This is an optimization exercise on Yosys and OpenROAD, whose aim is small area, not a production implementation. Where RTL was checked, it was by simulation tests only, not by an equivalence proof against the original. Power figures rest on the tool's default switching activity, not on a simulated workload.

zinc:
## ia_loader_top
module ia_loader_top (
    input  logic          clk,
    input  logic          rst_n,
    input  logic          init_cfg,
    input  logic [31:0]   cfg_k,
    input  logic [31:0]   cfg_n,
    input  logic [31:0]   cfg_m,
    input  logic [31:0]   cfg_base,
    input  logic [31:0]   cfg_stride,
    input  logic [31:0]   cfg_zp,
    input  logic          cfg_use_16bits,
    input  logic          cmd_ready,
    input  logic          rsp_valid,
    input  logic [31:0]   rsp_rdata,
    input  logic          send_ia_trigger,
    output logic          cmd_valid,
    output logic [31:0]   cmd_addr,
    output logic [7:0]    cmd_len,
    output logic          rsp_ready,
    output logic [255:0]  ia_out,
    output logic          ia_row_valid,
    output logic          ia_is_init_data,
    output logic          ia_calc_done,
    output logic          ia_sending_done,
    output logic          ia_data_valid,
    output logic          busy
);
Size in the first run: about 4200 flip-flops, about 540 I/O pins, about 0.14 mm^2 of cells after synthesis.
Settings: LEC_CHECK=0, ABC_AREA=1, CAP_MARGIN=20, CORE_MARGIN=2, CORE_UTILIZATION=70, CTS_BUF_LIST=sky130_fd_sc_hd__clkbuf_8, CTS_CLUSTER_DIAMETER=50, CTS_CLUSTER_SIZE=16, PLACE_DENSITY=0.78, SLEW_MARGIN=20; clock period 12.0 ns.
standard.sh (not shown) runs the stock make flow with config.mk's settings and CLKGATE_MAP_FILE= SYNTH_SCRIPT=/design/flow/synth_recipe.tcl, a recipe that flattens the netlist after the stock synthesis.
==> flow/flow/run.sh <==
#!/bin/bash
# The standard layout (standard.sh: standard synthesis, floorplan, place,
# CTS, route, finish) with one change: the buffers that buffer_ports puts on
# every input and output port are the smallest buffer cell, buf_1, in place
# of the delay buffer it picks by default. The make output goes to
# standard.log here; ORFS's per-step logs stay under orfs/logs/.
set -uo pipefail
bash standard.sh "BUFFER_PORTS_ARGS=-buffer_cell sky130_fd_sc_hd__buf_1" finish > standard.log 2>&1
status=$?
tail -n 40 standard.log
exit $status
Setup changes, zinc to garnet
diff --git a/flow/design.v b/flow/design.v
--- a/flow/design.v
+++ b/flow/design.v
@@ -205,20 +205,20 @@
         else
             sat16 = s[17] ? 16'h8000 : 16'h7fff;
     endfunction
     logic [15:0] v0, v1;
     logic [15:0] s0, s1, s2, s3;
     logic [15:0] wl [4];
     assign v0   = use16_q ? rsp_rdata[15:0]  : {{8{rsp_rdata[7]}},  rsp_rdata[7:0]};
     assign v1   = use16_q ? rsp_rdata[31:16] : {{8{rsp_rdata[15]}}, rsp_rdata[15:8]};
-    assign s0   = sat16(18'(rca(32'($signed(v0)), 32'($signed(zp_q)), 1'b0)));
-    assign s1   = sat16(18'(rca(32'($signed(v1)), 32'($signed(zp_q)), 1'b0)));
-    assign s2   = sat16(18'(rca(32'($signed(rsp_rdata[23:16])), 32'($signed(zp_q)), 1'b0)));
-    assign s3   = sat16(18'(rca(32'($signed(rsp_rdata[31:24])), 32'($signed(zp_q)), 1'b0)));
+    assign s0   = sat16(18'(rca({{16{v0[15]}}, v0}, {{15{zp_q[16]}}, zp_q}, 1'b0)));
+    assign s1   = sat16(18'(rca({{16{v1[15]}}, v1}, {{15{zp_q[16]}}, zp_q}, 1'b0)));
+    assign s2   = sat16(18'(rca({{24{rsp_rdata[23]}}, rsp_rdata[23:16]}, {{15{zp_q[16]}}, zp_q}, 1'b0)));
+    assign s3   = sat16(18'(rca({{24{rsp_rdata[31]}}, rsp_rdata[31:24]}, {{15{zp_q[16]}}, zp_q}, 1'b0)));
     assign wl[0] = s0;
     assign wl[1] = s1;
     assign wl[2] = use16_q ? s0 : s2;
     assign wl[3] = use16_q ? s1 : s3;
     logic [15:0][255:0] st_q;
     logic [15:0]        col_en;
     logic               ent7;          
     assign ent7 = oeff[3];
### Flow results
Status | zinc and garnet | clean
Core utilization came out exactly the same in zinc and garnet.
On final cell area excluding filler cells, zinc and garnet are neck and neck.
zinc -> garnet: starting density of the core delta 0, exact match
Compared with zinc, in garnet post-route setup TNS did not really move; area enclosed by the die boundary did not really move; total leakage power did not really move; post-route antenna net violation count did not really move.
Going from zinc to garnet, portion of total power attributed to the clock network essentially unchanged, layout overhead on the synthesized area essentially unchanged, post-synthesis sequential element count essentially unchanged.
For zinc, only the layout was checked, not whether the RTL still works.

-- static timing again, ports no longer ideal --
In the flow no input, the clock included, has a driving cell. The finished layouts below were timed again as built, in two steps. Step 1: set_driving_cell puts a clkbuf_16 on clk and a buf_2 on each other input, an assumption about the parent block. Step 2 also shifts input and output timing later by t, the mid clock arrival at the registers, as if the neighbouring blocks saw the same clock. Slacks: ideal ports / drivers / drivers and shift; pairs: ideal ports / drivers.
| run | shift t [ns] | setup WS [ns] | worst setup path at the end |
|---|---|---|---|
| zinc | 1.133 | 0.390 / 0.390 / 0.390 | register to register |
| garnet | 1.133 | 0.390 / 0.390 / 0.390 | register to register |
After both steps setup and hold are still met in every run listed.
